This is an optimization exercise on Yosys and OpenROAD, whose aim is small area, a short achievable clock period and few clock cycles, not a production implementation. Where RTL was checked, it was by simulation tests only, not by an equivalence proof against the original. Power is estimated from default activity; no workload was simulated.

Setup of job 8864:
// mdu_iter
module mdu_iter #(
  parameter int XLEN = 64
) (
  input  logic            clk,
  input  logic            resetn,
  input  logic            in_valid,
  output logic            in_ready,
  input  logic [2:0]      op,
  input  logic            is_word,
  input  logic [XLEN-1:0] a,
  input  logic [XLEN-1:0] b,
  input  logic            flush,
  output logic            out_valid,
  input  logic            out_ready,
  output logic [XLEN-1:0] result
);
  localparam logic [1:0] M_MUL = 2'd0, M_DIV = 2'd1, M_FIN = 2'd2, M_NDIV = 2'd3;
  logic        c_valid, c_mul, c_word, c_hi, c_rem, c_sa, c_sb, c_nega, c_bz;
  logic [63:0] ca, cb;
  logic [6:0]  c_la, c_lb;
  logic        c_prep, p_swap, p_nar;    
  logic [6:0]  p_kk;
  logic [5:0]  p_cnt;
  logic         e_busy;
  logic [1:0]   e_mode;
  logic [5:0]   e_cnt;
  logic         e_word, e_hi, e_rem, e_neg;
  logic [127:0] acc;
  logic [67:0]  mq;
  logic [64:0]  xr;
  logic [16:0]  dm1;                    
  logic [18:0]  dm3;                    
  logic         b_one, b_two, b_neg;    
  logic         h_one, h_two, h_neg;    
  logic        accept;
  logic        i_mul, i_sgna, i_sgnb, i_sa, i_sb;
  logic [63:0] xa, xb;
  logic [6:0]  i_la, i_lb;
  always_comb begin
  ...
export LEC_CHECK = 0
export CAP_MARGIN = 30
export CORE_MARGIN = 2
export CORE_UTILIZATION = 40
export SETUP_SLACK_MARGIN = 5
export SLEW_MARGIN = 30
export TNS_END_PERCENT = 5
create_clock -name core_clock -period 10.0 [get_ports {clk}]
run.sh (not shown) runs the stock make flow with config.mk's settings and CLKGATE_MAP_FILE= SYNTH_SCRIPT=/design/flow/synth_recipe.tcl, a recipe that flattens the netlist after the stock synthesis.
Testbench counts of job 8864, summed over its fixed seeds: cycles 55,286.
diff inputs: job 8864 => job 6253
- SETUP_SLACK_MARGIN: 5 -> 4
## What came out
Routed wire length down about 5% in job 6253 wrt job 8864
Final area: job 6253 vs job 8864 down 5.5%
Between job 6253 and job 8864, it is job 6253 whose highest ir drop seen on vdd is lower, by 39 µV.
Compare job 8864 and job 6253 | met1 wire length lower: job 6253
Compared job 8864 against job 6253; clock latency of the later-clocked register in the worst-skew pair within noise.
Final cell count without fillers went down slightly going from job 8864 to job 6253.
The following lists how job 1313 was set up differently from job 6253:
- SETUP_SLACK_MARGIN now 3, was 4
--- outcome ---
- The final layout from job 1313, which completed every stage, passed the timing, design-rule and antenna checks at the end of the flow.
- Initial antenna violation count came out lower on job 1313 than on job 6253.
- [compare] base=job 6253 new=job 1313: final core utilization went down 0.62 points, total setup buffers inserted after CTS went down 24, final worst-path setup slack went down 0.86 ns.
- Job 1313 against job 6253: per-cell routed wire length lower; number of instances in the placed design roughly the same.
#### Input delta (job 8727 over job 1313)
- SETUP_SLACK_MARGIN: 3 -> 4.5
Findings:
Route | job 8727 vs job 1313 | wire longer in job 8727. Compared job 1313 against job 8727; clock slew seen by the registers of the worst setup and hold paths within noise. Job 1313 vs job 8727, cell type of the slowest stage on the worst timing path: a211oi_1 vs o21ai_0. Re global router's overall resource usage: job 8727 is 1.4 points up on job 1313. Cmp job 8727 and job 1313 / final area / lower: job 1313. Sort job 8727 and job 1313 by portion of the layout cell area used by clock cells desc -> top: job 1313. Job 1313 -> job 8727: routed wire length on met2 increased by a few percent.
Setup changes, job 8727 to job 2070
- a change of CORE_UTILIZATION from 40 to 50
- a change of SETUP_SLACK_MARGIN from 4.5 to 4
==> notes.md <==
- Job 2070 vs. job 8727: number of clock-tree buffers in the layout shows a reduction of about 6%; worst setup slack shows a reduction of 0.51 ns; count of buffers not belonging to the clock network in the layout shows a reduction of 27%; proportion of power drawn by combinational gates shows a reduction of 0.9 points; overall routing resource usage shows an increase of 8.6 points.
- Job 2070 finished end to end and its layout was clean on timing, DRC and antenna.
- Job 8727 | status: complete | timing, DRC, antenna: pass
- | share of power burned in the clock network | lower: job 2070 |
- Run comparison: job 8727 launch point of the worst path b_one$_DFFE_PP_; job 2070 launch point of the worst path e_mode[0]$_SDFFCE_PP0P_
--- input diff job 2070..job 7286 ---
- TNS_END_PERCENT removed (was 5)
- SETUP_SLACK_MARGIN changed from 4 to 5
- CORE_UTILIZATION changed from 50 to 40
Relative to job 2070, final critical-path required period decreased by 0.40 ns in job 7286. Row layout clock buffer count: job 7286 higher / job 2070 lower. Run comparison: job 7286 critical path launch point b_one$_DFFE_PP_; job 2070 critical path launch point e_mode[0]$_SDFFCE_PP0P_. The final cell count reported for job 7286 is greater than that of job 2070 by about 10%. Filler cell count, job 7286 and job 2070, lower one = job 2070. Between job 7286 and job 2070, power consumption is higher for job 7286, job 2070 comes in under that. Diff job 2070 -> job 7286: total half-perimeter wirelength after legalization and detailed placement now larger, utilization now smaller, area of the core now larger, insertion delay of the later-clocked pin in the worst-skew pair now larger, sequential share of layout area now smaller. Between job 7286 and job 2070, the routed wire length is lower for job 2070.

mdu_iter again, from the RTL that the note above started with.
Settings: LEC_CHECK=0, CAP_MARGIN=20, CORE_MARGIN=2, CORE_UTILIZATION=40, SETUP_SLACK_MARGIN=4, SLEW_MARGIN=20, TNS_END_PERCENT=5; clock period 10.0 ns.
Testbench counts at the start, summed over its fixed seeds: cycles 55,286.
==> next run, changes <==
--- a/flow/config.mk
+++ b/flow/config.mk
@@ -7,7 +7,7 @@
 export LEC_CHECK = 0
-export CAP_MARGIN = 20
+export CAP_MARGIN = 30
 export CORE_MARGIN = 2
 export CORE_UTILIZATION = 40
-export SETUP_SLACK_MARGIN = 4
-export SLEW_MARGIN = 20
+export SETUP_SLACK_MARGIN = 4.75
+export SLEW_MARGIN = 30
 export TNS_END_PERCENT = 5
- routed wire length climbs by 3.7%
- power climbs by 3.4%
- non-clock buffer count goes up by 181
- final area is higher by 6.2%
- setup slack gets better by 0.47 ns
- final cell count rises by 2.1%
- via count came out higher by 2.4%
- clock power hardly moves
- maximum frequency rose by 8.1%
- sequential share of layout area is lower by 1.5 points
==> next run, changes <==
--- a/flow/config.mk
+++ b/flow/config.mk
@@ -7,7 +7,7 @@
 export LEC_CHECK = 0
-export CAP_MARGIN = 30
+export CAP_MARGIN = 20
 export CORE_MARGIN = 2
 export CORE_UTILIZATION = 40
-export SETUP_SLACK_MARGIN = 4.75
-export SLEW_MARGIN = 30
+export SETUP_SLACK_MARGIN = 4.5
+export SLEW_MARGIN = 20
 export TNS_END_PERCENT = 5
The new run finished with timing, DRC and antenna clean; via count decreases by 0.49%; final area is lower by 2.1%; synthesized cell count is unchanged; final cell count decreases by 0.64%; core utilization went down by 1.0 points; power drops by 1.2%; sequential power is about the same; wire length falls by 1.3%; sequential share of layout area goes up by 0.51 points; clock-buffer cell count went down by 1.

Another version of the RTL of mdu_iter (not shown whole).
For scale: roughly 500 flip-flops, about 200 I/O pins, about 0.048 mm² of cells after synthesis.
Settings: LEC_CHECK=0, CAP_MARGIN=30, CORE_MARGIN=2, CORE_UTILIZATION=40, SETUP_SLACK_MARGIN=5, SLEW_MARGIN=30; clock period 10.0 ns.
Rerun with:
--- a/flow/config.mk
+++ b/flow/config.mk
@@ -12,0 +13 @@
+export TNS_END_PERCENT = 5
Outcome: The changed run went through all stages and came out clean; worst setup slack gets better by 0.076 ns; maximum frequency went up by 1.3%; combinational power went down by 9.9%; synthesized area is unchanged; final cell count went down by 3.5%; cell area went down by 11%; sequential cell count stays the same.
Function was not checked in any run of this note: the RTL went through the layout flow alone.

Another version of the RTL of mdu_iter (not shown whole).
For scale: roughly 8,700 cells after synthesis, ~67,000 um2 of cells after synthesis.
make LEC_CHECK=0 CAP_MARGIN=30 CORE_MARGIN=2 CORE_UTILIZATION=40 SETUP_SLACK_MARGIN=5 SLEW_MARGIN=30 TNS_END_PERCENT=5 finish   # period 10.0 ns
The first run went through all stages and came out clean.
Rerun with:
--- a/flow/config.mk
+++ b/flow/config.mk
@@ -11,3 +11,2 @@
 export SETUP_SLACK_MARGIN = 5
 export SLEW_MARGIN = 30
-export TNS_END_PERCENT = 5
Effect: Total power climbs by 1.8%; hold slack improved by 0.0072 ns; global-route usage climbs by 0.40 points; critical path depth climbs by 5; worst setup slack got worse by 0.034 ns; sequential share of layout area drops by 0.31 points; fmax drops by about 0.5%; clock skew climbs by 0.0073 ns; design area climbs by about 1.8%.
Function was not checked in any run of this note: the RTL went through the layout flow alone.

The RTL this note starts from:
==> flow/design.v <==
module mdu_lzc64 (
  input  logic [63:0] t,
  output logic [6:0]  n     
);
  logic [31:0]      z1;
  logic [31:0]      c1;
  logic [15:0]      z2;
  logic [15:0][1:0] c2;
  logic [7:0]       z3;
  logic [7:0][2:0]  c3;
  logic [3:0]       z4;
  logic [3:0][3:0]  c4;
  logic [1:0]       z5;
  logic [1:0][4:0]  c5;
  always_comb begin
    for (int i = 0; i < 32; i++) begin
      z1[i] = ~t[2*i+1] & ~t[2*i];
      c1[i] = ~t[2*i+1];
    end
    for (int i = 0; i < 16; i++) begin
      z2[i] = z1[2*i+1] & z1[2*i];
      c2[i] = z1[2*i+1] ? {1'b1, c1[2*i]} : {1'b0, c1[2*i+1]};
    end
    for (int i = 0; i < 8; i++) begin
      z3[i] = z2[2*i+1] & z2[2*i];
      c3[i] = z2[2*i+1] ? {1'b1, c2[2*i]} : {1'b0, c2[2*i+1]};
    end
    for (int i = 0; i < 4; i++) begin
      z4[i] = z3[2*i+1] & z3[2*i];
      c4[i] = z3[2*i+1] ? {1'b1, c3[2*i]} : {1'b0, c3[2*i+1]};
    end
    for (int i = 0; i < 2; i++) begin
      z5[i] = z4[2*i+1] & z4[2*i];
      c5[i] = z4[2*i+1] ? {1'b1, c4[2*i]} : {1'b0, c4[2*i+1]};
    end
    if (z5[1] & z5[0]) n = 7'd64;
    else               n = z5[1] ? {2'b01, c5[0]} : {2'b00, c5[1]};
  end
endmodule
module mdu_iter #(
  parameter int XLEN = 64
) (
  input  logic            clk,
  input  logic            resetn,
  input  logic            in_valid,
  output logic            in_ready,
  input  logic [2:0]      op,
  input  logic            is_word,
  input  logic [XLEN-1:0] a,
  input  logic [XLEN-1:0] b,
  input  logic            flush,
  output logic            out_valid,
  input  logic            out_ready,
  output logic [XLEN-1:0] result
);
  localparam logic [1:0] M_MUL = 2'd0, M_DIV = 2'd1, M_FIN = 2'd2;
  logic        c_valid, c_mul, c_word, c_hi, c_rem, c_sa, c_sb, c_nega, c_bz;
  logic [63:0] ca, cb;
  logic [6:0]  c_la, c_lb;
  logic        c_prep, p_swap;       
  logic [6:0]  p_kk;
  logic [5:0]  p_cnt;
  logic         e_busy;
  logic [1:0]   e_mode;
  logic [5:0]   e_cnt;
  logic         e_word, e_hi, e_rem, e_neg;
  logic [127:0] acc;
  logic [65:0]  mq;
  logic [64:0]  xr;
  logic         b_one, b_two, b_neg;    
  logic        accept;
  logic        i_mul, i_sgna, i_sgnb, i_sa, i_sb;
  logic [63:0] xa, xb;
  logic [6:0]  i_la, i_lb;
  always_comb begin
    i_mul  = ~op[2];
    i_sgna = i_mul ? (op[1:0] != 2'd3) : ~op[0];
    i_sgnb = i_mul ? ~op[1] : ~op[0];
    if (is_word) begin
      i_sgna = i_mul | ~op[0];
      i_sgnb = i_mul | ~op[0];
    end
    xa   = is_word ? {{32{i_sgna & a[31]}}, a[31:0]} : a;
    xb   = is_word ? {{32{i_sgnb & b[31]}}, b[31:0]} : b;
    i_sa = i_sgna & xa[63];
    i_sb = i_sgnb & xb[63];
  end
  mdu_lzc64 u_lza (.t(xa ^ {64{i_sa}}), .n(i_la));
  mdu_lzc64 u_lzb (.t(xb ^ {64{i_sb}}), .n(i_lb));
  logic        c_negcyc, c_ready;
  logic [63:0] na;
  assign c_negcyc = c_valid & ~c_prep;
  assign c_ready  = c_valid & c_prep;
  assign na       = -ca;
  logic [6:0]  lm, dsh, kk;
  logic [7:0]  dd;
  logic [5:0]  mj;
  logic        swap;
  logic [63:0] rin, rot, mhi;
  always_comb begin
    swap = (c_la > c_lb);           
    lm   = swap ? c_la : c_lb;
    mj   = 6'((7'd64 - lm) >> 1);   
    dd   = {1'b0, c_lb} - {7'd0, c_lb[6]} - {1'b0, c_la} + {7'd0, c_sa} + 8'd1;
    dsh  = (dd[7] || dd == 8'd0) ? 7'd1 : dd[6:0];
    kk   = c_mul ? (7'd64 - {mj, 1'b0}) : (7'd64 - dsh);
    rin  = (c_mul && !p_swap) ? cb : ca;
    rot  = rin;
    for (int i = 0; i < 6; i++)
      if (p_kk[i]) rot = (rot << (1 << i)) | (rot >> (64 - (1 << i)));
    for (int i = 0; i < 64; i++)
      mhi[i] = ~p_kk[6] & (7'(i) >= p_kk);
    mq_ld = {(p_kk == 7'd0) ? {2{p_swap ? c_sa : c_sb}} : rot[1:0], rot & mhi};
  end
  logic         last, step, r_free, consume, finish;
  logic [2:0]   bb;
  logic [65:0]  mq_ld;
  logic         p_one, p_two, p_neg;
  logic [67:0]  add_a, sel, pp, sum;
  logic [69:0]  sum_c;
  logic         cout, qbit, ones, zeros;
  logic [59:0]  up, up_i, up_d, up_n;
  logic [127:0] acc_mul;
  logic [63:0]  rem_n, quo_n, res_raw, res_w;
  always_comb begin
    p_one = b_one;
    p_two = b_two;
    p_neg = b_neg;
    case (e_mode)
      M_MUL:   add_a = {acc[65:0], 2'b00};
      M_DIV:   add_a = {3'b000, acc[63:0], mq[63]};
      default: add_a = 68'd0;
    endcase
    sel = p_one ? {{3{xr[64]}}, xr} : p_two ? {{2{xr[64]}}, xr, 1'b0} : 68'd0;
    pp  = p_neg ? ~sel : sel;
    sum_c = {1'b0, add_a, 1'b1} + {1'b0, pp, p_neg};
    sum   = sum_c[68:1];
    cout  = sum_c[69];
    up = acc[125:66];
    up_i = up + 60'd1;
    up_d = up - 60'd1;
    up_n = cout ? (pp[67] ? up : up_i) : (pp[67] ? up_d : up);
    acc_mul = {up_n, sum};
    qbit  = ~sum[67];
    rem_n = qbit ? sum[63:0] : {acc[62:0], mq[63]};
    quo_n = {mq[62:0], qbit};
    case (e_mode)
      M_MUL:   res_raw = e_hi ? acc_mul[127:64] : acc_mul[63:0];
      M_DIV:   res_raw = e_rem ? rem_n : quo_n;
      default: res_raw = sum[63:0];
    endcase
    res_w = e_word ? {{32{res_raw[31]}}, res_raw[31:0]} : res_raw;
  end
  function automatic logic [2:0] booth(input logic [2:0] t);
    booth = {t[1] ^ t[0], (t == 3'b100) | (t == 3'b011), t[2] & ~(t[1] & t[0])};
  endfunction
  logic div_neg;
  assign div_neg = (e_mode == M_DIV) & e_neg;
  assign last    = e_busy & (e_cnt == 6'd0) & ~div_neg;
  assign step    = e_busy & ~last;
  assign r_free  = ~out_valid | out_ready;
  assign finish  = last & r_free;
  assign consume = c_ready & (~e_busy | finish);
  assign accept  = in_valid & in_ready;
  logic c_valid_d, c_ready_d, e_busy_d, last_d, out_valid_d;
  always_comb begin
    c_valid_d = accept | (c_valid & ~consume);
    c_ready_d = ~accept & c_valid & ~consume;
    e_busy_d  = consume | (e_busy & ~finish);
    last_d    = ~consume & e_busy & ~finish &
                (last | ((e_cnt == 6'd1) & ~div_neg) | ((e_cnt == 6'd0) & div_neg));
    out_valid_d = finish | (out_valid & ~out_ready);
  end
  always_ff @(posedge clk or negedge resetn) begin
    if (!resetn) begin
      c_prep    <= 1'b0;
      c_valid   <= 1'b0;
      e_busy    <= 1'b0;
      out_valid <= 1'b0;
      in_ready  <= 1'b1;
    end else if (flush) begin
      c_prep    <= 1'b0;
      c_valid   <= 1'b0;
      e_busy    <= 1'b0;
      out_valid <= 1'b0;
      in_ready  <= 1'b1;
    end else begin
      c_valid   <= c_valid_d;
      e_busy    <= e_busy_d;
      out_valid <= out_valid_d;
      in_ready  <= ~c_valid_d | (c_ready_d & (~e_busy_d | (last_d & ~out_valid_d)));
      if (accept)        c_prep <= 1'b0;
      else if (c_valid)  c_prep <= 1'b1;
    end
  end
  always_ff @(posedge clk) begin
    if (accept) begin
      ca     <= xa;
      cb     <= xb;
      c_la   <= i_la;
      c_lb   <= i_lb;
      c_mul  <= i_mul;
      c_word <= is_word;
      c_hi   <= ~is_word & (op[1:0] != 2'd0);
      c_rem  <= op[1];
      c_sa   <= i_sa;
      c_sb   <= i_sb;
      c_nega <= ~i_mul & i_sa;
      c_bz   <= (xb == 64'd0);
    end else if (c_negcyc) begin
      if (c_nega & ~c_bz) ca <= na;
      p_kk   <= kk;
      p_swap <= swap;
      p_cnt  <= c_mul ? mj : 6'(dsh - 7'd1);
    end
    if (consume) begin
      e_word <= c_word;
      e_hi   <= c_hi;
      e_rem  <= c_rem;
      if (c_mul) begin
        e_mode     <= M_MUL;
        e_cnt      <= p_cnt;
        acc        <= '0;
        mq         <= mq_ld;
        {b_one, b_two, b_neg} <= booth(mq_ld[65:63]);
        xr         <= p_swap ? {c_sb, cb} : {c_sa, ca};
        e_neg      <= 1'b0;
      end else if (c_bz) begin
        e_mode     <= M_FIN;
        e_cnt      <= 6'd0;
        xr         <= {1'b0, c_rem ? ca : {64{1'b1}}};
        e_neg      <= 1'b0;
        {b_one, b_two, b_neg} <= 3'b100;
      end else begin
        e_mode     <= M_DIV;
        e_cnt      <= p_cnt;
        acc[63:0]  <= rot & ~mhi;
        mq[63:0]   <= rot & mhi;
        xr         <= {c_sb, cb};
        {b_one, b_two, b_neg} <= {2'b10, ~c_sb};
        e_neg      <= c_rem ? c_sa : (c_sa ^ c_sb);
      end
    end else if (step) begin
      case (e_mode)
        M_MUL: begin
          acc   <= acc_mul;
          mq    <= {mq[63:0], 2'b00};
          {b_one, b_two, b_neg} <= booth(mq[63:61]);
          e_cnt <= e_cnt - 6'd1;
        end
        M_DIV: begin
          acc[63:0] <= rem_n;
          mq[63:0]  <= quo_n;
          if (e_cnt == 6'd0) begin
            xr     <= {1'b0, e_rem ? rem_n : quo_n};
            e_mode <= M_FIN;
            {b_one, b_two, b_neg} <= 3'b101;
          end else begin
            e_cnt <= e_cnt - 6'd1;
          end
        end
        default: ;
      endcase
    end
    if (finish) result <= res_w;
  end
endmodule
==> flow/config.mk <==
export PLATFORM = sky130hd
export DESIGN_NAME = mdu_iter
export DESIGN_NICKNAME = mdu_iter
export VERILOG_FILES = /design/flow/design.v
export SDC_FILE = /design/flow/constraint.sdc
export NUM_CORES = 4
export LEC_CHECK = 0
export CAP_MARGIN = 30
export CORE_MARGIN = 2
export CORE_UTILIZATION = 40
export SETUP_SLACK_MARGIN = 5
export SLEW_MARGIN = 30
export TNS_END_PERCENT = 5
==> flow/constraint.sdc <==
create_clock -name core_clock -period 10.0 [get_ports {clk}]
set_input_delay 2.0000 -clock core_clock [delete_from_list [all_inputs] [get_ports {clk}]]
set_output_delay 2.0000 -clock core_clock [all_outputs]
set_load 0.01 [all_outputs]
Testbench counts at the start, summed over its fixed seeds: cycles 94,693.
Then changed:
- CAP_MARGIN: 30 -> 20
- SETUP_SLACK_MARGIN: 5 -> not set
- SLEW_MARGIN: 30 -> 20
- TNS_END_PERCENT: 5 -> not set
Effect: Now the flow ran to the end with violations: max-capacitance violations, max-slew violations; design area went down by 3.7%; first-iteration DRC count grows by 1.5%; power increases by 0.40%; sequential power is about the same.

-- what the ideal ports hide --
The results above use ideal ports. As a check the final layouts listed here were re-extracted and re-timed, cells and wires unchanged. Step 1 (the two cells are an assumption about what drives the block):
set clk [get_ports {clk}]
set_driving_cell -lib_cell sky130_fd_sc_hd__clkbuf_16 $clk
set_driving_cell -lib_cell sky130_fd_sc_hd__buf_2 [delete_from_list [all_inputs] $clk]
Step 2 moves the port delays by t, midway between the first and last clock arrival at a register: inputs arrive t later, outputs are due t later. That takes back most of the time a late clock gives input paths. Slacks: ideal / step 1 / step 2; pairs: ideal / step 1.
| run | t (ns) | setup WS [ns] | pins driven straight from the clock port |
|---|---|---|---|
| job 8864 | 0.760 | 4.054 / 4.054 / 3.481 | 1 |
| job 6253 | 0.765 | 3.896 / 3.896 / 3.493 | 1 |
| job 1313 | 0.776 | 3.032 / 3.032 / 3.032 | 1 |
| job 8727 | 0.768 | 4.220 / 4.220 / 3.629 | 1 |
| job 2070 | 0.756 | 3.714 / 3.714 / 3.390 | 1 |
| job 7286 | 0.792 | 4.115 / 4.115 / 4.115 | 1 |
| the first run of note 2 | 0.753 | 3.761 / 3.761 / 3.361 | 1 |
| the second run of note 2 | 0.768 | 4.228 / 4.228 / 3.629 | 1 |
| the third run of note 2 | 0.759 | 4.135 / 4.135 / 3.486 | 1 |
| the first run of note 3 | 0.796 | 3.940 / 3.940 / 3.940 | 1 |
| the second run of note 3 | 0.771 | 4.016 / 4.016 / 3.477 | 1 |
| the first run of note 4 | 0.824 | 3.061 / 3.061 / 2.695 | 1 |
| the second run of note 4 | 0.805 | 3.027 / 3.027 / 3.027 | 1 |
| the first run of note 5 | 0.767 | 4.744 / 4.744 / 4.294 | 1 |
| the second run of note 5 | 0.764 | 2.446 / 2.446 / 2.446 | 1 |
For the third run of note 2, which loses most, drivers alone change the setup slack by 0.000 ns; drivers and shift together by -0.649 ns.
